Context: an optimization exercise on an open-source flow, tuned for small area. The choices shown serve that exercise and are no tape-out recipe.
In this exercise RTL edits were held to simulation tests only and were not proved equivalent to the original.
Power figures rest on the tool's default switching activity, not on a simulated workload.

===== flow/run.sh =====
#!/bin/bash
# The standard layout with two changes:
# - the port buffers buffer_ports inserts during global placement are the
#   smallest buffer (sky130_fd_sc_hd__buf_1); every port still gets its buffer;
# - clock tree synthesis adds no dummy load cells on the clock tree's leaves.
# The clock tree settings repeat config.mk's.
set -euo pipefail
export BUFFER_PORTS_ARGS="-buffer_cell sky130_fd_sc_hd__buf_1"
export CTS_ARGS="-sink_clustering_enable -repair_clock_nets -dont_use_dummy_load -sink_clustering_size 10 -sink_clustering_max_diameter 40 -buf_list sky130_fd_sc_hd__clkbuf_4"
bash standard.sh > standard.log 2>&1

===== constraint.sdc =====
create_clock -name core_clock -period 5.0 [get_ports {afi_clk}]
set_input_delay 1.0000 -clock core_clock [delete_from_list [all_inputs] [get_ports {afi_clk}]]
set_output_delay 1.0000 -clock core_clock [all_outputs]
set_load 0.01 [all_outputs]

===== design.v =====
package ddr3_fe_pkg;
    typedef enum logic [2:0] {
        PROGRAM       = 3'b000,
        SOLID_ISLANDS = 3'b001,
        CORRECTION    = 3'b010,
        DDR3_INIT     = 3'b100,
        DDR3_READ     = 3'b101
    } fe_mode_e;
    typedef enum logic [2:0] {
        S_IDLE   = 3'd0,
        S_INIT   = 3'd1,
        S_HOST   = 3'd2,
        S_FILTER = 3'd3,
        S_DRAIN  = 3'd4
    } seq_state_e;
    localparam int DATA_W_DEF           = 32;
    localparam int ADDR_W_DEF           = 6;
    localparam int MAX_READS_DEF        = 12;  
    localparam int QUEUE_DEPTH_DEF      = 12;  
    localparam int QUEUE_FULL_LEVEL_DEF = 12;  
endpackage
module cmd_queue #(
    parameter int ENTRY_W = 1 + ddr3_fe_pkg::ADDR_W_DEF + ddr3_fe_pkg::DATA_W_DEF,
    parameter int DEPTH   = ddr3_fe_pkg::QUEUE_FULL_LEVEL_DEF
) (
    input  logic               afi_clk,
    input  logic               push,
    input  logic [ENTRY_W-1:0] wentry,
    input  logic [DEPTH-1:0]   sel,
    output logic [ENTRY_W-1:0] head
);
    logic [ENTRY_W-1:0] entries [DEPTH];
    logic [ENTRY_W-1:0] part    [DEPTH/3];
    always_ff @(posedge afi_clk) begin
        if (push) begin
            entries[0] <= wentry;
            for (int i = 1; i < DEPTH; i++) begin
                entries[i] <= entries[i-1];
            end
        end
    end
    for (genvar g = 0; g < DEPTH / 3; g++) begin : g_aoi
        sel_aoi3 #(.W(ENTRY_W)) u_aoi (
            .a0 (entries[3*g]),   .s0 (sel[3*g]),
            .a1 (entries[3*g+1]), .s1 (sel[3*g+1]),
            .a2 (entries[3*g+2]), .s2 (sel[3*g+2]),
            .y_n(part[g])
        );
    end
    sel_nand4 #(.W(ENTRY_W)) u_nand (
        .a(part[0]), .b(part[1]), .c(part[2]), .d(part[3]), .y(head)
    );
endmodule
module sel_aoi3 #(
    parameter int W = 1
) (
    input  logic [W-1:0] a0,
    input  logic         s0,
    input  logic [W-1:0] a1,
    input  logic         s1,
    input  logic [W-1:0] a2,
    input  logic         s2,
    output logic [W-1:0] y_n
);
    assign y_n = ~((a0 & {W{s0}}) | (a1 & {W{s1}}) | (a2 & {W{s2}}));
endmodule
module sel_nand4 #(
    parameter int W = 1
) (
    input  logic [W-1:0] a,
    input  logic [W-1:0] b,
    input  logic [W-1:0] c,
    input  logic [W-1:0] d,
    output logic [W-1:0] y
);
    assign y = ~(a & b & c & d);
endmodule
module ddr3_front_end #(
    parameter int DATA_W           = ddr3_fe_pkg::DATA_W_DEF,
    parameter int ADDR_W           = ddr3_fe_pkg::ADDR_W_DEF,
    parameter int MAX_READS        = ddr3_fe_pkg::MAX_READS_DEF,
    parameter int QUEUE_DEPTH      = ddr3_fe_pkg::QUEUE_DEPTH_DEF,
    parameter int QUEUE_FULL_LEVEL = ddr3_fe_pkg::QUEUE_FULL_LEVEL_DEF
) (
    input  logic                  afi_clk,
    input  logic                  core_rstb,
    input  logic [2:0]            mode,    
    input  logic                  host_rd_req,
    input  logic [ADDR_W-1:0]     host_rd_addr,
    output logic                  host_rd_ready,
    output logic [DATA_W-1:0]     host_rdata,
    output logic                  host_rdata_valid,
    input  logic                  flt_wvalid,
    input  logic                  flt_rvalid,
    input  logic [ADDR_W-1:0]     flt_addr,
    input  logic [DATA_W-1:0]     flt_wdata,
    output logic                  flt_ready,
    output logic [DATA_W-1:0]     flt_rdata,
    output logic                  flt_rdata_valid,
    output logic                  init_done,
    output logic                  avl_burstbegin,
    output logic [ADDR_W-1:0]     avl_addr,
    output logic [DATA_W-1:0]     avl_wdata,
    output logic                  avl_read_req,
    output logic                  avl_write_req,
    input  logic                  avl_ready,
    input  logic                  avl_rdata_valid,
    input  logic [DATA_W-1:0]     avl_rdata
);
    localparam int ENTRY_W = 1 + ADDR_W + DATA_W;  
    localparam int N       = QUEUE_FULL_LEVEL;     
    localparam int FILL_W  = $clog2(N + 1);
    localparam int CNT_W   = $clog2(MAX_READS + 1);
    logic       active;    
    logic       draining;  
    logic [2:0] mode_q;    
    logic       st_init, st_host, st_filter;
    logic       serving_host;
    logic       reads_idle, read_allowed;
    assign serving_host = (mode_q == ddr3_fe_pkg::DDR3_READ);
    assign st_init      = active & (mode_q == ddr3_fe_pkg::DDR3_INIT);
    assign st_host      = active & serving_host;
    assign st_filter    = active & ((mode_q == ddr3_fe_pkg::PROGRAM) |
                                    (mode_q == ddr3_fe_pkg::SOLID_ISLANDS) |
                                    (mode_q == ddr3_fe_pkg::CORRECTION));
    always_ff @(posedge afi_clk or negedge core_rstb) begin
        if (!core_rstb) begin
            active   <= 1'b0;
            draining <= 1'b0;
            mode_q   <= ddr3_fe_pkg::PROGRAM;
        end else if (draining) begin
            if (reads_idle) begin
                draining <= 1'b0;
                active   <= 1'b1;
                mode_q   <= mode;
            end
        end else if (!active || mode != mode_q) begin
            draining <= 1'b1;
            active   <= 1'b0;
        end
    end
    logic [ADDR_W-1:0] sweep_addr;
    logic              sweep_write;
    assign sweep_write = st_init & ~init_done;
    always_ff @(posedge afi_clk or negedge core_rstb) begin
        if (!core_rstb) begin
            init_done <= 1'b0;
        end else if (!st_init) begin
            init_done <= 1'b0;  
        end else if (sweep_write & avl_ready & (sweep_addr == '1)) begin
            init_done <= 1'b1;  
        end
    end
    always_ff @(posedge afi_clk) begin
        if (!st_init) begin
            sweep_addr <= '0;
        end else if (sweep_write & avl_ready) begin
            sweep_addr <= sweep_addr + 1'b1;
        end
    end
    logic [FILL_W-1:0]  fill;
    logic               push, req_take;
    logic [N-1:0]       sel;
    logic [ENTRY_W-1:0] head;
    logic               head_write;
    logic [ADDR_W-1:0]  head_addr;
    logic [DATA_W-1:0]  head_wdata;
    assign flt_ready = (fill < FILL_W'(N));
    assign push      = (flt_wvalid | flt_rvalid) & flt_ready;  
    always_comb begin
        for (int i = 0; i < N; i++) begin
            sel[i] = st_filter & (fill == FILL_W'(i + 1));
        end
    end
    cmd_queue #(.ENTRY_W(ENTRY_W), .DEPTH(N)) u_queue (
        .afi_clk (afi_clk),
        .push    (push),
        .wentry  ({flt_wvalid, flt_addr, flt_wdata}),  
        .sel     (sel),
        .head    (head)
    );
    assign {head_write, head_addr, head_wdata} = head;
    always_ff @(posedge afi_clk or negedge core_rstb) begin
        if (!core_rstb) begin
            fill <= '0;
        end else begin
            fill <= fill + {{(FILL_W-1){req_take & ~push}}, push ^ req_take};
        end
    end
    assign avl_write_req  = sweep_write | head_write;
    assign avl_read_req   = ((st_host & host_rd_req) | (st_filter & (fill != '0) & ~head_write)) &
                            read_allowed;
    assign avl_addr       = ({ADDR_W{st_init}} & sweep_addr) |
                            ({ADDR_W{st_host}} & host_rd_addr) | head_addr;
    assign avl_wdata      = head_wdata;  
    assign avl_burstbegin = (avl_read_req | avl_write_req) & avl_ready;
    assign req_take       = st_filter & avl_burstbegin;
    assign host_rd_ready  = st_host & read_allowed & avl_ready;
    logic [CNT_W-1:0]  in_flight;  
    logic [DATA_W-1:0] rdata_q;    
    logic              read_accepted;
    assign read_accepted = avl_read_req & avl_ready;
    always_ff @(posedge afi_clk or negedge core_rstb) begin
        if (!core_rstb) begin
            in_flight <= '0;
        end else begin
            in_flight <= in_flight + {{(CNT_W-1){avl_rdata_valid & ~read_accepted}},
                                      read_accepted ^ avl_rdata_valid};
        end
    end
    assign read_allowed = (in_flight < CNT_W'(MAX_READS));
    assign reads_idle   = (in_flight == '0);
    always_ff @(posedge afi_clk or negedge core_rstb) begin
        if (!core_rstb) begin
            host_rdata_valid <= 1'b0;
            flt_rdata_valid  <= 1'b0;
        end else begin
            host_rdata_valid <= avl_rdata_valid & serving_host;
            flt_rdata_valid  <= avl_rdata_valid & ~serving_host;
        end
    end
    always_ff @(posedge afi_clk) begin
        rdata_q <= avl_rdata;
    end
    assign host_rdata = rdata_q;
    assign flt_rdata  = rdata_q;
endmodule

===== config.mk =====
export PLATFORM = sky130hd
export DESIGN_NAME = ddr3_front_end
export DESIGN_NICKNAME = ddr3_front_end
export VERILOG_FILES = /design/flow/design.v
export SDC_FILE = /design/flow/constraint.sdc
export NUM_CORES = 4
export LEC_CHECK = 0
export CAP_MARGIN = 20
export CORE_MARGIN = 2
export CORE_UTILIZATION = 60
export CTS_BUF_LIST = sky130_fd_sc_hd__clkbuf_4
export CTS_CLUSTER_DIAMETER = 40
export CTS_CLUSTER_SIZE = 10
export PLACE_DENSITY = 0.9
export SLEW_MARGIN = 20
export SYNTH_HIERARCHICAL = 1

===== standard.sh =====
#!/bin/bash
# synth_recipe.tcl (not shown) runs the flow's synth.tcl, then flattens the netlist and writes it again
# the make line also repeats each setting of config.mk as NAME=value (left out here)
make -C /OpenROAD-flow-scripts/flow DESIGN_CONFIG=/design/flow/config.mk WORK_HOME=/design/flow/orfs CLKGATE_MAP_FILE= SYNTH_SCRIPT=/design/flow/synth_recipe.tcl "${@:-finish}"

==> implementation parameters, run 1 <==
Parameter                              Value

Status
  Outcome  timing/DRC/antenna clean

Yosys
  Distinct cells, synth    43
  Sequential-to-total area share from yosys stat    around 83%
  Post-synthesis sequential element count    522
  Net Count, Synth    1010
  Number of enable-type register cells in the synthesized netlist    ~470
  Post-synthesis instance total    913
  Number of warnings reported in the yosys synthesis log    11
  Post-Synthesis Mean Instance Area    about 20 um2
  Proportion of register bits with asynchronous set or reset after synthesis    between 3 and 4%
  Cell area after synthesis    around 0.018 mm2
  Primary FF master, synth    edfxtp_1

Timing
  Maximum clock rate    0.213 GHz
  Share of the clock period used by the worst path    between 90% and 100%
  Max-slew violation total from the final report    0
  Final Skew    about 0.083 ns
  Final Hold Fails    0
  Unrepaired setup endpoints after global routing    false
  Setup TNS after final layout    0 ns
  Worst-case hold slack    0.381 ns
  Slew at the pin closest to its max-slew limit    a little under 1 ns
  Clock period minus worst slack    4.70 ns
  Count of final setup violators    0
  Headroom to the max-slew limit    a little over a third

Pwr
  Fraction of power consumed by sequential logic    around 70%
  Proportion of power drawn by combinational gates    15.9%
  Net switching power    ~0.0038 W
  Leakage    6.59 nW
  Power per cell area    ~630 mW/mm2
  Part of the power in the clock network    approximately 15%
  Switching Share    30.7%
  Maximum ir drop on the vdd rail    a little under 0.0005 V
  Internal power    0.00860 W

Die
  Die outline area    around 0.032 mm2
  Boundary pin count    around 200
  Overall die height    between 150 and 200 um
  Initial standard-cell utilization of the core    between 60% and 70%
  Chip width    179 um
  Row count    64
  Area of the core    slightly above 0.03 mm2

Clocking
  Clock insertion delay at the later pin of the skew report    slightly above 0.7 ns
  Number of buffers inserted for hold repair after clock tree synthesis    0
  H-tree level count    3
  Postcts setup bufs    0
  Clock transition time at the flip-flop clock pins of the worst setup and hold paths    ~0.09 ns
  Maximum clock insertion buffer count    3
  Num Clock Sinks    ~520
  Inserted Clock Buffers    67
  CTS root buffer    clkbuf_4
  Number of instances resized during post-cts repair    0
  Clock tree from TritonCTS    built

Drt
  Drt via density    a little under 7
  DR vias    ~10000
  Post-DR wirelength/cell    ~26 um
  Number of nets with antenna violations after detailed routing    0
  Pre-antenna DRT Iters    10
  Wire length reported by the detailed router    slightly below 40000 um
  Remaining routing DRC violations    0
  1st-iter DRT viols    about 2300

GRT
  Number of antenna violations at the first check in global routing    1
  Aggregate global-route resource usage    23.8%
  Via count of the first global-routing pass    roughly 9900
  Maximum number of pins on one net before global-route repair    238
  Global-route wire length before repair    57000 um
  Total grt overflow    0

Placed design
  Area after DPL    a little under 0.02 mm2
  Number of buffers added on ports    195
  Post-DP HPWL    roughly 24000 um
  Global placer's final weighted congestion    between 0.8 and 0.9
  Placed cell count    1435

Final layout
  Final standard cell count with taps included and fillers excluded    roughly 1500
  Fraction of final layout cells with drive strength greater than 1    under 10%
  Finished layout cell area    0.0198 mm2
  Layout area overhead    7.64%
  Final layout net count    roughly 1200

Critical path
  Critical path capture point type    output port
  Worst path required time    roughly 4 ns
  Worst Path Class, Setup    flop to output port
  Critical-path cell list    a211oi_2 -> nand3b_1 -> nor3_2 -> buf_4 -> a222oi_1 -> nand4_1 -> o21bai_1 -> nand2_1 -> o21ai_1 -> buf_1
  Startpoint type of the worst setup path    flop
  Worst-case register-to-register setup slack    0.94 ns
  Beginning of the worst register-to-register path    mode_q[1]
  Worst r2r path cells    15
  Slowest stage cell, crit path    buf_4
  Crit Reg-Reg Endpoint    fill[1]
  Data arrival, critical path    about 3.7 ns
  Max incr delay on CP    approximately 0.48 ns
  Critical-path maximum fanout    39

Min path
  Hold_sp    avl_rdata[30]
  Hold EP    rdata_q[30]
  Count of cells along the worst hold path    1
  Worst hold path type    input pin to flop

Flow run
  Max-cap violation count    0
## worst max path at each step
stage / cells after the start / startpoint / endpoint
after detailed placement: 15 / mode_q[1] / fill[2]
after floorplan: 2 / flt_rvalid / u_queue.entries[0][0]
final: 10 / mode_q[1] / avl_burstbegin
after global placement: 15 / mode_q[1] / fill[1]
after global routing: 10 / mode_q[1] / avl_burstbegin
after CTS: 10 / mode_q[1] / avl_burstbegin
## power groups by stage
stage          clock network, W  logic, W  registers [W]
5_1_grt                 0.00206   0.00214        0.00870
3_3_place_gp                  0   0.00191        0.00834
2_1_floorplan                 0   0.00129        0.00821
4_1_cts                 0.00193   0.00198        0.00849
6_report                0.00189   0.00197        0.00853
3_5_place_dp                  0   0.00198        0.00853
## cells in the final DEF, fill, tap and decap left out, types with 6 or more instances in the layout
| master | instances |
|---|---|
| dfxtp_1 | 38 |
| a222oi_1 | 156 |
| nor2_4 | 9 |
| nand4_1 | 42 |
| nand2_1 | 9 |
| clkbuf_4 | 67 |
| buf_4 | 12 |
| buf_1 | 195 |
| ha_1 | 9 |
| a221o_1 | 6 |
| xor2_1 | 9 |
| edfxtp_1 | 468 |
| nor2_1 | 9 |
| dfrtp_1 | 16 |
| inv_1 | 11 |
## cells by family after synthesis
group	after synthesis	share of synthesized area [%]
adders and majority gates	11	0.830
muxes	4	0.299
DFF	522	82.7
xor gates and xnor gates	14	0.667
and+or+nand+nor	88	2.79
AOI/OAI and AO/OA	178	9.45
buffers and inverters	96	3.26
## sequential cells by signal, indices dropped and copies added, names as in the netlist
register / count
rdata_q: 32
host_rdata_valid: 1
flt_rdata_valid: 1
draining: 1
mode_q: 3
sweep_addr: 6
u_queue.entries: 468
fill: 4
active: 1
in_flight: 4
init_done: 1
## synth_stat cells, types with 2 or more instances
| cell type | instances | area, um2 |
|---|---|---|
| a21boi_1 | 2 | 15.0 |
| a21o_1 | 2 | 15.0 |
| a21oi_1 | 4 | 20.0 |
| a221o_1 | 6 | 60.1 |
| a222oi_1 | 156 | 1560 |
| and3_1 | 3 | 18.8 |
| buf_2 | 9 | 45.0 |
| buf_4 | 37 | 278 |
| buf_6 | 12 | 135 |
| clkbuf_1 | 25 | 93.8 |
| dfrtp_1 | 16 | 400 |
| dfxtp_1 | 38 | 761 |
| edfxtp_1 | 468 | 14100 |
| fa_1 | 2 | 40.0 |
| ha_1 | 9 | 113 |
| inv_1 | 11 | 41.3 |
| inv_2 | 2 | 7.51 |
| mux2_4 | 3 | 45.0 |
| nand2_1 | 9 | 33.8 |
| nand3b_1 | 2 | 15.0 |
| nand4_1 | 42 | 263 |
| nor2_1 | 18 | 67.6 |
| nor2b_1 | 2 | 12.5 |
| nor3_1 | 3 | 15.0 |
| o21ai_1 | 2 | 10.0 |
| xnor2_1 | 5 | 43.8 |
| xor2_1 | 9 | 78.8 |
## critical path: cells and delay by family, from the launching register on
family | cells | cell delay [ns]
AOI/OAI and AO/OA | 4 | 0.99
DFF | 1 | 0.47
and+or+nand+nor | 4 | 0.88
buffers and inverters | 2 | 0.67
## stage by stage
stage                     total power (W)  utilization (%)  setup slack (ns)
after floorplan                   0.00949                -             0.404
after global placement             0.0103             63.4              1.26
after detailed placement           0.0105             63.4              1.06
after CTS                          0.0124             65.1             0.394
after global routing               0.0129             65.1             0.143
final                              0.0124             65.1             0.300
## cell type report
class,count,area [um2]
clock buffers,67,503
multi-input cells,295,2660
fillers,1943,10600
well taps,396,495
diodes,1,2.50
flip-flops and latches,522,15200
repair buffers,209,862
inverters,13,65.1
## metal layers
| metal | share of wire (%) | up-vias | GRT usage, % |
|---|---|---|---|
| met2 | 47 | 888 | 36.6 |
| met3 | 12 | 100 | 5.09 |
| li1 | - | 4316 | - |
| met4 | 3.4 | 0 | 10.1 |
| met5 | 0 | - | 0 |
| met1 | 38 | 5088 | 33.5 |
==> run 2: changes to the inputs <==
--- a/flow/run.sh
+++ b/flow/run.sh
@@ -8,3 +8,3 @@
 export BUFFER_PORTS_ARGS="-buffer_cell sky130_fd_sc_hd__buf_1"
-export CTS_ARGS="-sink_clustering_enable -repair_clock_nets -dont_use_dummy_load -sink_clustering_size 10 -sink_clustering_max_diameter 40 -buf_list sky130_fd_sc_hd__clkbuf_4"
+export CTS_ARGS="-sink_clustering_enable -repair_clock_nets -dont_use_dummy_load -sink_clustering_size 11 -sink_clustering_max_diameter 35 -buf_list sky130_fd_sc_hd__clkbuf_4"
 bash standard.sh > standard.log 2>&1
--- a/config.mk
+++ b/config.mk
@@ -11,5 +11,5 @@
 export CTS_BUF_LIST = sky130_fd_sc_hd__clkbuf_4
-export CTS_CLUSTER_DIAMETER = 40
-export CTS_CLUSTER_SIZE = 10
-export PLACE_DENSITY = 0.9
+export CTS_CLUSTER_DIAMETER = 35
+export CTS_CLUSTER_SIZE = 11
+export PLACE_DENSITY = 0.8
 export SLEW_MARGIN = 20
==> run 2 against run 1 <==
Compared with the run above:
- still clean
- synthesized cell count stayed put
- non-clock buffer count is 5 higher
- sequential share of layout area is 0.33 points lower
- area after synthesis stayed put
- clock skew is 0.0086 ns higher
- die area stayed put
- cell area is 0.44% higher
- flip-flop and latch count stayed put
- total power is 0.28% higher
- critical endpoint unchanged
==> implementation parameters, run 2 <==
Parameter                              Value

Timing
  Count of final setup violators    0
  Clock period minus worst slack    between 4 and 5 ns
  Final Hold Fails    0
  Headroom to the max-slew limit    between 10% and 20%
  Share of the clock period used by the worst path    a little over nine tenths
  Maximum clock rate    roughly 0.21 GHz
  Setup TNS after final layout    0 ns
  Unrepaired setup endpoints after global routing    false
  Slew at the pin closest to its max-slew limit    1.31 ns
  Max-slew violation total from the final report    0
  Final Skew    roughly 0.092 ns

Final layout
  Flip-flop count of the largest register after layout    ~470
  Final layout net count    1218
  Largest registers    u_queue.entries: 468 flops, rdata_q: 32 flops, sweep_addr: 6 flops
  Layout area overhead    8.11%
  Leading cell type in the layout, fill and taps excluded    edfxtp_1
  Most frequent cells in the layout    edfxtp_1 (468), buf_1 (194), a222oi_1 (156)
  Register ranked first by flip-flop count    u_queue.entries
  Fraction of final layout cells with drive strength greater than 1    roughly a tenth
  Final core area utilization    about two thirds

Die
  Initial standard-cell utilization of the core    roughly 60%
  Overall die height    179 um
  Die outline area    around 0.032 mm2
  Area of the core    approximately 0.030 mm2
  Row count    64
  Boundary pin count    roughly 200
  Chip width    between 150 and 200 um

Pwr
  Maximum ir drop on the vdd rail    0.000375 V
  Power per cell area    between 600 and 700 mW/mm2
  Leakage    6.65 nW

Clocking
  CTS root buffer    clkbuf_4
  Number of instances resized during post-cts repair    0
  Maximum clock insertion buffer count    3
  H-tree level count    3
  Postcts setup bufs    0
  Inserted Clock Buffers    75
  Num Clock Sinks    around 520
  Clock insertion delay at the later pin of the skew report    about 0.7 ns
  Clock transition time at the flip-flop clock pins of the worst setup and hold paths    between 0.1 and 0.15 ns
  Clock tree from TritonCTS    built
  Number of buffers inserted for hold repair after clock tree synthesis    0

Drt
  Post-DR wirelength/cell    25.0 um
  Pre-antenna DRT Iters    8
  Number of nets with antenna violations after detailed routing    0
  Remaining routing DRC violations    0
  Wire length reported by the detailed router    ~38000 um
  DR vias    around 10000
  Drt via density    roughly 6.8
  1st-iter DRT viols    between 2000 and 2500

GRT
  Total grt overflow    0
  Maximum number of pins on one net before global-route repair    between 200 and 250
  Number of antenna violations at the first check in global routing    1
  Aggregate global-route resource usage    between 20% and 30%
  Via count of the first global-routing pass    between 9000 and 10000
  Global-route wire length before repair    about 57000 um

Yosys
  Post-Synthesis Mean Instance Area    slightly above 20 um2
  Net Count, Synth    roughly 1000
  Cell types with the highest counts after synthesis    edfxtp_1 (468), a222oi_1 (156), nand4_1 (42)
  Proportion of register bits with asynchronous set or reset after synthesis    under 10%
  Number of enable-type register cells in the synthesized netlist    468
  Sequential-to-total area share from yosys stat    82.7%
  Post-synthesis instance total    roughly 910
  Cell accounting for the most synthesized area    edfxtp_1
  Most frequently used cell type in the post-synthesis netlist    edfxtp_1
  Top cell type's share of synthesized area    about 76%
  Cell area after synthesis    0.0184 mm2
  Number of warnings reported in the yosys synthesis log    11
  Post-synthesis sequential element count    about 520
  Dominant cells by area after synthesis    edfxtp_1 (76%), a222oi_1 (8.5%), dfxtp_1 (4.1%), dfrtp_1 (2.2%), buf_4 (1.5%)
  Primary FF master, synth    edfxtp_1
  Distinct cells, synth    between 40 and 50

Placed design
  Global placer's final weighted congestion    around 0.79
  Number of buffers added on ports    between 150 and 200
  Post-DP HPWL    between 20000 and 25000 um

Critical path
  Worst path required time    ~4.0 ns
  Worst Path Class, Setup    flop to output port
  Critical-path maximum fanout    39
  Data arrival, critical path    3.75 ns
  Startpoint type of the worst setup path    flop
  Critical path capture point type    output port

Min path
  Worst hold path type    input pin to asynchronous set/reset pin

Flow run
  Max-cap violation count    0

Status
  Outcome  timing/DRC/antenna clean
-- run 2: final cells by class --
type                            instances  area (um2)
Sequential cell                       522       15200
Fill cell                            2000       10500
Multi-Input combinational cell        295        2660
Timing Repair Buffer                  214         888
Clock buffer                           75         563
Tap cell                              396         495
Inverter                               13        65.1
Antenna cell                            1        2.50
-- run 2: where the power goes --
group | internal (W) | total [W] | switching, W
registers | 0.00743 | 0.00849 | 0.00106
logic | 0.000552 | 0.00197 | 0.00142
clock network | 0.000691 | 0.00197 | 0.00128
total | 0.00867 | 0.0124 | 0.00376
-- run 2: cell families (layout without fill, tap and decap cells) --
family | after synthesis | count (layout) | synth area share (%)
multiplexers | 4 | 4 | 0.299
buffers and inverters | 96 | 302 | 3.26
AO/OA/AOI/OAI | 178 | 178 | 9.45
other | 0 | 1 | 0
AND/OR/NAND/NOR | 88 | 88 | 2.79
flip-flops | 522 | 522 | 82.7
adder cells (fa/ha/maj) | 11 | 11 | 0.830
XOR/XNOR | 14 | 14 | 0.667
-- run 2: worst max-delay path, cell delays in order, from the launching register on --
cell,delay (ns)
dfrtp_1,0.46
a211oi_2,0.48
nand3b_1,0.36
nor3_2,0.20
buf_4,0.49
a222oi_1,0.25
nand4_1,0.16
o21bai_1,0.16
nand2_1,0.15
o21ai_1,0.17
buf_1,0.18
-- run 2: final timing paths --
| check | cells past startpoint | start | endpoint | slack, ns |
|---|---|---|---|---|
| setup / recovery | 10 | mode_q[1] | avl_burstbegin | 0.25 |
| hold / removal | 1 | core_rstb | flt_rdata_valid | 0.22 |
| setup reg to reg | 15 | mode_q[1] | fill[2] | 0.91 |
| hold reg to reg | 0 | u_queue.entries[7][18] | u_queue.entries[8][18] | 0.40 |
| max in group asynchronous | 1 | core_rstb | in_flight[3] | 4.37 |
| min in group core_clock | 1 | avl_rdata[30] | rdata_q[30] | 0.35 |
-- run 2: metal layers --
layer  up-vias  wire length (um)  track usage (%)
met3       105              4950             5.85
met1      5045             14800             34.2
met2       857             16700             33.5
met5         -                 0                0
li1       4337                 -                -
met4         0              1540             11.3
-- run 2: metrics by stage --
step / setup slack (ns) / std cells / power (W) / cell area, um2 / hold slack, ns
floorplan: 0.404 / 913 / 0.00949 / 18400 / 0.426
global placement: 1.19 / 1440 / 0.0103 / 19300 / 0.427
detailed placement: 1.02 / 1440 / 0.0105 / 19300 / 0.432
CTS: 0.294 / 1515 / 0.0125 / 19900 / 0.283
global route: 0.151 / 1516 / 0.0130 / 19900 / 0.212
finish: 0.252 / 1516 / 0.0124 / 19900 / 0.216
==> run 3: changes to the inputs <==
--- a/flow/run.sh
+++ b/flow/run.sh
@@ -8,3 +8,3 @@
 export BUFFER_PORTS_ARGS="-buffer_cell sky130_fd_sc_hd__buf_1"
-export CTS_ARGS="-sink_clustering_enable -repair_clock_nets -dont_use_dummy_load -sink_clustering_size 11 -sink_clustering_max_diameter 35 -buf_list sky130_fd_sc_hd__clkbuf_4"
+export CTS_ARGS="-sink_clustering_enable -repair_clock_nets -dont_use_dummy_load -sink_clustering_size 10 -sink_clustering_max_diameter 40 -buf_list {sky130_fd_sc_hd__clkbuf_4 sky130_fd_sc_hd__clkbuf_8}"
 bash standard.sh > standard.log 2>&1
--- a/config.mk
+++ b/config.mk
@@ -10,5 +10,5 @@
 export CORE_UTILIZATION = 60
-export CTS_BUF_LIST = sky130_fd_sc_hd__clkbuf_4
-export CTS_CLUSTER_DIAMETER = 35
-export CTS_CLUSTER_SIZE = 11
+export CTS_BUF_LIST = sky130_fd_sc_hd__clkbuf_4 sky130_fd_sc_hd__clkbuf_8
+export CTS_CLUSTER_DIAMETER = 40
+export CTS_CLUSTER_SIZE = 10
 export PLACE_DENSITY = 0.8
==> run 3 against run 2 <==
Compared with the run above:
- synthesized cell count unchanged
- clock-buffer cell count fell by 7
- first-iteration DRC count decreased by 1.4%
- critical path type unchanged
- largest cell class unchanged
- largest power group unchanged
==> implementation parameters, run 3 <==
Parameter                              Value

Status
  Outcome  timing/DRC/antenna clean

Clocking
  Maximum clock insertion buffer count    3
  Inserted Clock Buffers    68
  Postcts setup bufs    0
  H-tree level count    3
  Clock insertion delay at the later pin of the skew report    a little under 0.6 ns
  CTS root buffer    clkbuf_8
  Num Clock Sinks    between 500 and 600
  Number of buffers inserted for hold repair after clock tree synthesis    0
  Clock transition time at the flip-flop clock pins of the worst setup and hold paths    0.07 ns
  Clock tree from TritonCTS    built
  Number of instances resized during post-cts repair    0

Final layout
  Diodes inserted    0
  Register ranked first by flip-flop count    u_queue.entries
  Total area of sequential cells    between 0.015 and 0.02 mm2
  Final core area utilization    ~67%
  Multi-input gate area in the final layout    0.00266 mm2
  Fraction of final layout cells with drive strength greater than 1    under 10%
  Fillcell total    approximately 1900
  Finished layout cell area    0.0203 mm2
  Most frequent cells in the layout    edfxtp_1 (468), buf_1 (195), a222oi_1 (156)
  Final layout net count    1211
  Final standard cell count with taps included and fillers excluded    between 1500 and 2000
  Flip-flop count of the largest register after layout    between 400 and 500
  Leading cell type in the layout, fill and taps excluded    edfxtp_1
  Largest registers    u_queue.entries: 468 flops, rdata_q: 32 flops, sweep_addr: 6 flops
  Layout area overhead    10.1%

Placed design
  Global placer's final weighted congestion    approximately 0.8
  Worst slack after detailed placement    1.02 ns
  Number of buffers added on ports    195
  Post-DP HPWL    between 20000 and 25000 um
  Placed cell count    between 1000 and 1500
  Area after DPL    0.0193 mm2

Flow run
  Max-cap violation count    0

Drt
  Post-DR wirelength/cell    25.2 um
  Number of nets with antenna violations after detailed routing    0
  Drt via density    6.86
  Pre-antenna DRT Iters    10
  1st-iter DRT viols    between 2000 and 2500
  DR vias    between 10000 and 15000
  Remaining routing DRC violations    0
  Wire length reported by the detailed router    38000 um

Critical path
  Critical-path cell list    a211oi_2 -> nand3b_1 -> nor3_2 -> buf_4 -> a222oi_1 -> nand4_1 -> o21bai_1 -> nand2_1 -> o21ai_1 -> buf_1
  Worst path required time    about 4.0 ns
  Critical path capture point type    output port
  Startpoint type of the worst setup path    flop
  Critical-path maximum fanout    39
  Max incr delay on CP    around 0.49 ns
  Worst Path Class, Setup    flop to output port
  Data arrival, critical path    roughly 3.6 ns
  Slowest stage cell, crit path    buf_4

Yosys
  Cell accounting for the most synthesized area    edfxtp_1
  Top cell type's share of synthesized area    76.4%
  Number of warnings reported in the yosys synthesis log    11
  Distinct cells, synth    43
  Cell types with the highest counts after synthesis    edfxtp_1 (468), a222oi_1 (156), nand4_1 (42)
  Post-synthesis instance total    913
  Cell area after synthesis    roughly 0.018 mm2
  Dominant cells by area after synthesis    edfxtp_1 (76%), a222oi_1 (8.5%), dfxtp_1 (4.1%), dfrtp_1 (2.2%), buf_4 (1.5%)
  Post-Synthesis Mean Instance Area    between 20 and 25 um2
  Proportion of register bits with asynchronous set or reset after synthesis    under 10%
  Most frequently used cell type in the post-synthesis netlist    edfxtp_1
  Post-synthesis sequential element count    around 520
  Sequential-to-total area share from yosys stat    approximately 83%
  Primary FF master, synth    edfxtp_1
  Number of enable-type register cells in the synthesized netlist    between 400 and 500
  Net Count, Synth    1010

Timing
  Final Skew    just under 0.06 ns
  Final Hold Fails    0
  Slew at the pin closest to its max-slew limit    ~1.0 ns
  Smallest setup slack after layout    0.371 ns
  Headroom to the max-slew limit    approximately 31%
  Setup TNS after final layout    0 ns
  Maximum clock rate    0.216 GHz
  Clock period minus worst slack    approximately 4.6 ns
  Count of final setup violators    0
  Share of the clock period used by the worst path    92.6%
  Unrepaired setup endpoints after global routing    false
  Max-slew violation total from the final report    0

GRT
  Maximum number of pins on one net before global-route repair    between 200 and 250
  Aggregate global-route resource usage    around a quarter
  Via count of the first global-routing pass    between 9000 and 10000
  Total grt overflow    0
  Global-route wire length before repair    around 57000 um
  Number of antenna violations at the first check in global routing    0

Pwr
  Power per cell area    643 mW/mm2
  Maximum ir drop on the vdd rail    approximately 0.00038 V
  Leakage    just under 7 nW

Die
  Initial standard-cell utilization of the core    between 60% and 70%
  Row count    64
  Area of the core    between 0.03 and 0.04 mm2
  Overall die height    approximately 180 um
  Boundary pin count    ~200
  Chip width    179 um
  Die outline area    0.0321 mm2

Min path
  Worst hold path type    flop to flop
run 3: area by class of cell:
type / count / area share, %
sequential: 522 / 75.1
inverter: 13 / 0.321
clock buffer: 68 / 4.62
tap: 396 / 2.45
multi-input combinational: 295 / 13.1
timing repair buffer: 214 / 4.38
run 3: power by group:
| group | leakage (nW) | switching [W] | internal, W | total, W |
|---|---|---|---|---|
| clock network | 0.489 | 0.00136 | 0.00121 | 0.00257 |
| logic | 1.16 | 0.00141 | 0.000552 | 0.00196 |
| registers | 5.14 | 0.00107 | 0.00744 | 0.00850 |
| total | 6.80 | 0.00384 | 0.00919 | 0.0130 |
run 3: final timing paths:
path,slack [ns],from,endpoint,cells after the start
setup / recovery,0.37,mode_q[1],avl_burstbegin,10
hold / removal,0.40,u_queue.entries[5][33],u_queue.entries[6][33],0
setup reg to reg,0.92,mode_q[1],fill[2],15
hold reg to reg,0.40,u_queue.entries[5][33],u_queue.entries[6][33],0
max in group asynchronous,3.80,core_rstb,in_flight[3],1
min in group asynchronous,0.57,core_rstb,mode_q[0],1
run 3: logic make-up after synthesis:
group	Yosys count	share of synthesized area [%]
buffers and inverters	96	3.26
AO/OA/AOI/OAI	178	9.45
adder cells (fa/ha/maj)	11	0.830
multiplexers	4	0.299
AND/OR/NAND/NOR	88	2.79
flip-flops	522	82.7
XOR/XNOR	14	0.667
run 3: metal layers:
layer	global-route usage (%)	wire length, um
met5	0	0
met4	10.3	1260
met3	5.73	4840
met2	34.2	17000
met1	34.3	14900
run 3: worst max-delay path, delay by kind of cell (launching register included):
kind | cells | cell delay [ns]
AOI/OAI and AO/OA | 4 | 1.04
and+or+nand+nor | 4 | 0.88
buffers and inverters | 2 | 0.67
DFF | 1 | 0.46
run 3: metrics by stage:
step	total power, W	hold slack [ns]
final	0.0130	0.400
after detailed placement	0.0105	0.432
after floorplan	0.00949	0.426
after global placement	0.0103	0.427
after CTS	0.0131	0.401
after global routing	0.0136	0.421
==> run 4: changes to the inputs <==
--- a/design.v
+++ b/design.v
@@ -141,5 +141,13 @@
     end
-    logic [ADDR_W-1:0] sweep_addr;
-    logic              sweep_write;
-    assign sweep_write = st_init & ~init_done;
+    localparam int LO_W = CNT_W;
+    logic [ADDR_W-1:0]      sweep_addr;
+    logic [ADDR_W-LO_W-1:0] sweep_hi;
+    logic                   sweep_write;
+    logic                   sweep_accepted;
+    logic                   leave_init;
+    logic [CNT_W-1:0]       in_flight;
+    assign sweep_write    = st_init & ~init_done;
+    assign sweep_accepted = sweep_write & avl_ready;
+    assign sweep_addr     = {sweep_hi, in_flight};
+    assign leave_init     = st_init & (mode != mode_q);
     always_ff @(posedge afi_clk or negedge core_rstb) begin
@@ -149,3 +157,3 @@
             init_done <= 1'b0;  
-        end else if (sweep_write & avl_ready & (sweep_addr == '1)) begin
+        end else if (sweep_accepted & (sweep_addr == '1)) begin
             init_done <= 1'b1;  
@@ -155,5 +163,5 @@
         if (!st_init) begin
-            sweep_addr <= '0;
-        end else if (sweep_write & avl_ready) begin
-            sweep_addr <= sweep_addr + 1'b1;
+            sweep_hi <= '0;
+        end else if (sweep_accepted & (in_flight == '1)) begin
+            sweep_hi <= sweep_hi + 1'b1;
         end
@@ -198,12 +206,13 @@
     assign host_rd_ready  = st_host & read_allowed & avl_ready;
-    logic [CNT_W-1:0]  in_flight;  
     logic [DATA_W-1:0] rdata_q;    
-    logic              read_accepted;
-    assign read_accepted = avl_read_req & avl_ready;
-    always_ff @(posedge afi_clk or negedge core_rstb) begin
-        if (!core_rstb) begin
+    logic              count_up;
+    assign count_up = (avl_read_req | sweep_write) & avl_ready;
+    always_ff @(posedge afi_clk or negedge core_rstb) begin
+        if (!core_rstb) begin
+            in_flight <= '0;
+        end else if (leave_init) begin
             in_flight <= '0;
         end else begin
-            in_flight <= in_flight + {{(CNT_W-1){avl_rdata_valid & ~read_accepted}},
-                                      read_accepted ^ avl_rdata_valid};
+            in_flight <= in_flight + {{(CNT_W-1){avl_rdata_valid & ~count_up}},
+                                      count_up ^ avl_rdata_valid};
         end
--- a/flow/run.sh
+++ b/flow/run.sh
@@ -8,3 +8,3 @@
 export BUFFER_PORTS_ARGS="-buffer_cell sky130_fd_sc_hd__buf_1"
-export CTS_ARGS="-sink_clustering_enable -repair_clock_nets -dont_use_dummy_load -sink_clustering_size 10 -sink_clustering_max_diameter 40 -buf_list {sky130_fd_sc_hd__clkbuf_4 sky130_fd_sc_hd__clkbuf_8}"
+export CTS_ARGS="-sink_clustering_enable -repair_clock_nets -dont_use_dummy_load -sink_clustering_size 10 -sink_clustering_max_diameter 40 -buf_list sky130_fd_sc_hd__clkbuf_4"
 bash standard.sh > standard.log 2>&1
--- a/config.mk
+++ b/config.mk
@@ -10,3 +10,3 @@
 export CORE_UTILIZATION = 60
-export CTS_BUF_LIST = sky130_fd_sc_hd__clkbuf_4 sky130_fd_sc_hd__clkbuf_8
+export CTS_BUF_LIST = sky130_fd_sc_hd__clkbuf_4
 export CTS_CLUSTER_DIAMETER = 40
==> run 4 against run 3 <==
Compared with the run above:
- still clean
- clock-buffer cell count decreased by 8
- sequential power decreased by 1%
- die area decreased by 0.59%
- final cell count decreased by 1.3%
- non-clock buffer count increased by 2
- core utilization decreased by 0.34 points
- cell area decreased by 2.6%
- via count decreased by 3.3%
- combinational power increased by 2%
- area after synthesis decreased by 0.61%
- clock skew decreased by 0.017 ns
- largest power group unchanged
- highest routed layer unchanged
==> implementation parameters, run 4 <==
Parameter                              Value

Status
  Outcome  timing/DRC/antenna clean

Pwr
  Fraction of power consumed by sequential logic    68.9%
  Total Power    around 0.012 W
  Switching Share    about 30%
  Internal power    0.00852 W
  Leakage    6.57 nW
  Part of the power in the clock network    between 10% and 20%
  Proportion of power drawn by combinational gates    roughly 17%
  Power per cell area    617 mW/mm2
  Net switching power    between 0.003 and 0.004 W
  Maximum ir drop on the vdd rail    approximately 0.00029 V

Critical path
  Critical-path maximum fanout    30
  Critical path capture point type    output port
  Worst r2r path cells    15
  Crit Reg-Reg Endpoint    in_flight[2]
  Data arrival, critical path    3.70 ns
  Worst-case register-to-register setup slack    1.00 ns
  Startpoint type of the worst setup path    flop
  Worst path required time    roughly 4.0 ns
  Beginning of the worst register-to-register path    mode_q[0]
  Worst Path Class, Setup    flop to output port

Die
  Row count    63
  Area of the core    roughly 0.03 mm2
  Die outline area    around 0.032 mm2
  Initial standard-cell utilization of the core    about three fifths
  Chip width    roughly 180 um
  Overall die height    179 um
  Boundary pin count    196

Timing
  Max-slew violation total from the final report    0
  Count of final setup violators    0
  Final Skew    0.0418 ns
  Clock period minus worst slack    roughly 4.7 ns
  Final Hold Fails    0
  Headroom to the max-slew limit    slightly below 40%
  Smallest setup slack after layout    roughly 0.30 ns
  Share of the clock period used by the worst path    about 94%
  Unrepaired setup endpoints after global routing    false
  Slew at the pin closest to its max-slew limit    0.908 ns
  Maximum clock rate    about 0.21 GHz

Final layout
  Flip-flop count of the largest register after layout    ~470
  Leading cell type in the layout, fill and taps excluded    edfxtp_1
  Final layout net count    between 1000 and 1500
  Largest registers    u_queue.entries: 468 flops, rdata_q: 32 flops
  Fraction of final layout cells with drive strength greater than 1    under 10%
  Multi-input gate area in the final layout    ~0.0027 mm2
  Layout area overhead    7.93%
  Fillcell total    1972
  Register ranked first by flip-flop count    u_queue.entries
  Total area of sequential cells    between 0.015 and 0.02 mm2
  Most frequent cells in the layout    edfxtp_1 (468), buf_1 (195), a222oi_1 (156)

Yosys
  Net Count, Synth    ~1000
  Distinct cells, synth    between 40 and 50
  Dominant cells by area after synthesis    edfxtp_1 (77%), a222oi_1 (8.5%), dfxtp_1 (3.7%), dfrtp_1 (2.2%), buf_4 (1.5%)
  Number of enable-type register cells in the synthesized netlist    about 470
  Cell types with the highest counts after synthesis    edfxtp_1 (468), a222oi_1 (156), nand4_1 (42)
  Number of warnings reported in the yosys synthesis log    11
  Proportion of register bits with asynchronous set or reset after synthesis    ~3.1%
  Post-Synthesis Mean Instance Area    20.2 um2
  Top cell type's share of synthesized area    76.9%
  Post-synthesis sequential element count    approximately 520
  Post-synthesis instance total    about 900
  Most frequently used cell type in the post-synthesis netlist    edfxtp_1
  Cell accounting for the most synthesized area    edfxtp_1
  Sequential-to-total area share from yosys stat    slightly above 80%
  Cell area after synthesis    between 0.015 and 0.02 mm2
  Primary FF master, synth    edfxtp_1

Drt
  1st-iter DRT viols    roughly 1700
  Remaining routing DRC violations    0
  Wire length reported by the detailed router    35000 um
  Post-DR wirelength/cell    23.5 um
  DR vias    roughly 10000
  Drt via density    6.72
  Pre-antenna DRT Iters    9
  Number of nets with antenna violations after detailed routing    0

Placed design
  Global placer's final weighted congestion    roughly 0.81
  Post-DP HPWL    20900 um
  Worst slack after detailed placement    1.08 ns
  Number of buffers added on ports    roughly 200

Clocking
  Clock transition time at the flip-flop clock pins of the worst setup and hold paths    0.11 ns
  Maximum clock insertion buffer count    3
  Num Clock Sinks    a little over 500
  Number of buffers inserted for hold repair after clock tree synthesis    0
  Clock tree from TritonCTS    built
  Clock insertion delay at the later pin of the skew report    0.74 ns
  CTS root buffer    clkbuf_4
  Number of instances resized during post-cts repair    0
  H-tree level count    2
  Inserted Clock Buffers    60
  Postcts setup bufs    0

GRT
  Global-route wire length before repair    52500 um
  Maximum number of pins on one net before global-route repair    96
  Aggregate global-route resource usage    between 20% and 30%
  Number of antenna violations at the first check in global routing    1
  Via count of the first global-routing pass    ~9500
  Total grt overflow    0

Flow run
  Max-cap violation count    0

Min path
  Worst hold path type    input pin to asynchronous set/reset pin
-- run 4: power groups by stage --
stage | registers, W | clock network (W) | logic (W)
after floorplan | 0.00833 | 0 | 0.00132
after global placement | 0.00827 | 0 | 0.00196
after detailed placement | 0.00842 | 0 | 0.00203
after CTS | 0.00836 | 0.00184 | 0.00202
after global routing | 0.00857 | 0.00199 | 0.00220
final | 0.00840 | 0.00178 | 0.00200
-- run 4: kinds of logic (layout without fill, tap and decap cells) --
logic type               count (synthesis)  count (layout)  synth area share, %
buffers and inverters                   91             284                 3.18
AND/OR/NAND/NOR                         92              92                 3.03
XOR/XNOR                                 8               8                0.383
flip-flops                             518             518                 82.8
other                                    0               1                    0
multiplexers                             5               5                0.356
AO/OA/AOI/OAI                          179             179                 9.45
adder cells (fa/ha/maj)                 11              11                0.835
-- run 4: area by class of cell --
type,instances,area share [%]
antenna,1,0.0127
clock buffer,60,2.28
inverter,8,0.171
multi-input combinational,295,13.5
sequential,518,76.7
tap,390,2.47
timing repair buffer,216,4.89
-- run 4: how the worst max path moves through the flow --
stage	depth (start not counted)	startpoint	endpoint	slack [ns]
after detailed placement	15	mode_q[0]	in_flight[2]	1.08
after floorplan	2	flt_rvalid	u_queue.entries[0][0]	-3.58
after global routing	9	mode_q[2]	avl_burstbegin	0.07
after global placement	9	mode_q[2]	avl_addr[5]	1.26
final	9	mode_q[2]	avl_burstbegin	0.30
after CTS	9	mode_q[2]	avl_burstbegin	0.31
-- run 4: metrics by stage --
| stage | hold slack, ns | cells | instance area, um2 | setup TNS, ns | utilization (%) |
|---|---|---|---|---|---|
| after floorplan | 0.426 | 904 | 18300 | -1675.28 | - |
| after global placement | 0.427 | 1427 | 19300 | 0 | 64.7 |
| after detailed placement | 0.432 | 1427 | 19300 | 0 | 64.7 |
| after CTS | 0.281 | 1487 | 19700 | 0 | 66.2 |
| after global routing | 0.293 | 1488 | 19700 | 0 | 66.2 |
| final | 0.342 | 1488 | 19700 | 0 | 66.2 |
-- run 4: critical path, cell delays in order, from the launching register on --
cell      delay [ns]
dfrtp_1         0.46
nor2b_1         0.38
nand4b_1        0.44
nor2_4          0.37
buf_4           0.43
a222oi_1        0.22
nand4_1         0.20
a21oi_2         0.07
o221ai_1        0.23
buf_1           0.18
-- run 4: routing by layer --
metal,up-vias,wire [um],track usage (%)
li1,4308,-,-
met1,4964,14200,31.7
met2,673,16300,32.3
met3,57,3750,4.43
met4,0,741,7.28
met5,-,0,0

==> port drivers added, routing unchanged <==
How much do the figures lean on ideal ports? The routed layouts below were timed once more, with nothing changed but the port constraints.
Step 1, drivers: a clkbuf_16 drives afi_clk and a buf_2 each remaining input, both assumed.
Step 2 adds t to the input delays and takes it off the output delays; t is the mean of the earliest and latest rising clock arrival at the registers after step 1. Input paths then give back, and output paths get back, about the clock's delay inside the block.
Slacks: ideal / step 1 / step 2; pairs: ideal / step 1.
run	shift t [ns]	setup slack, ns	worst register clock-pin slew, ns
run 1	0.711	0.300 / 0.250 / 0.944	0.11 / 0.11
run 2	0.712	0.252 / 0.208 / 0.909	0.11 / 0.11
run 3	0.607	0.371 / 0.326 / 0.923	0.07 / 0.07
run 4	0.751	0.304 / 0.260 / 1.003	0.11 / 0.11
After both steps every run listed still meets setup and hold.
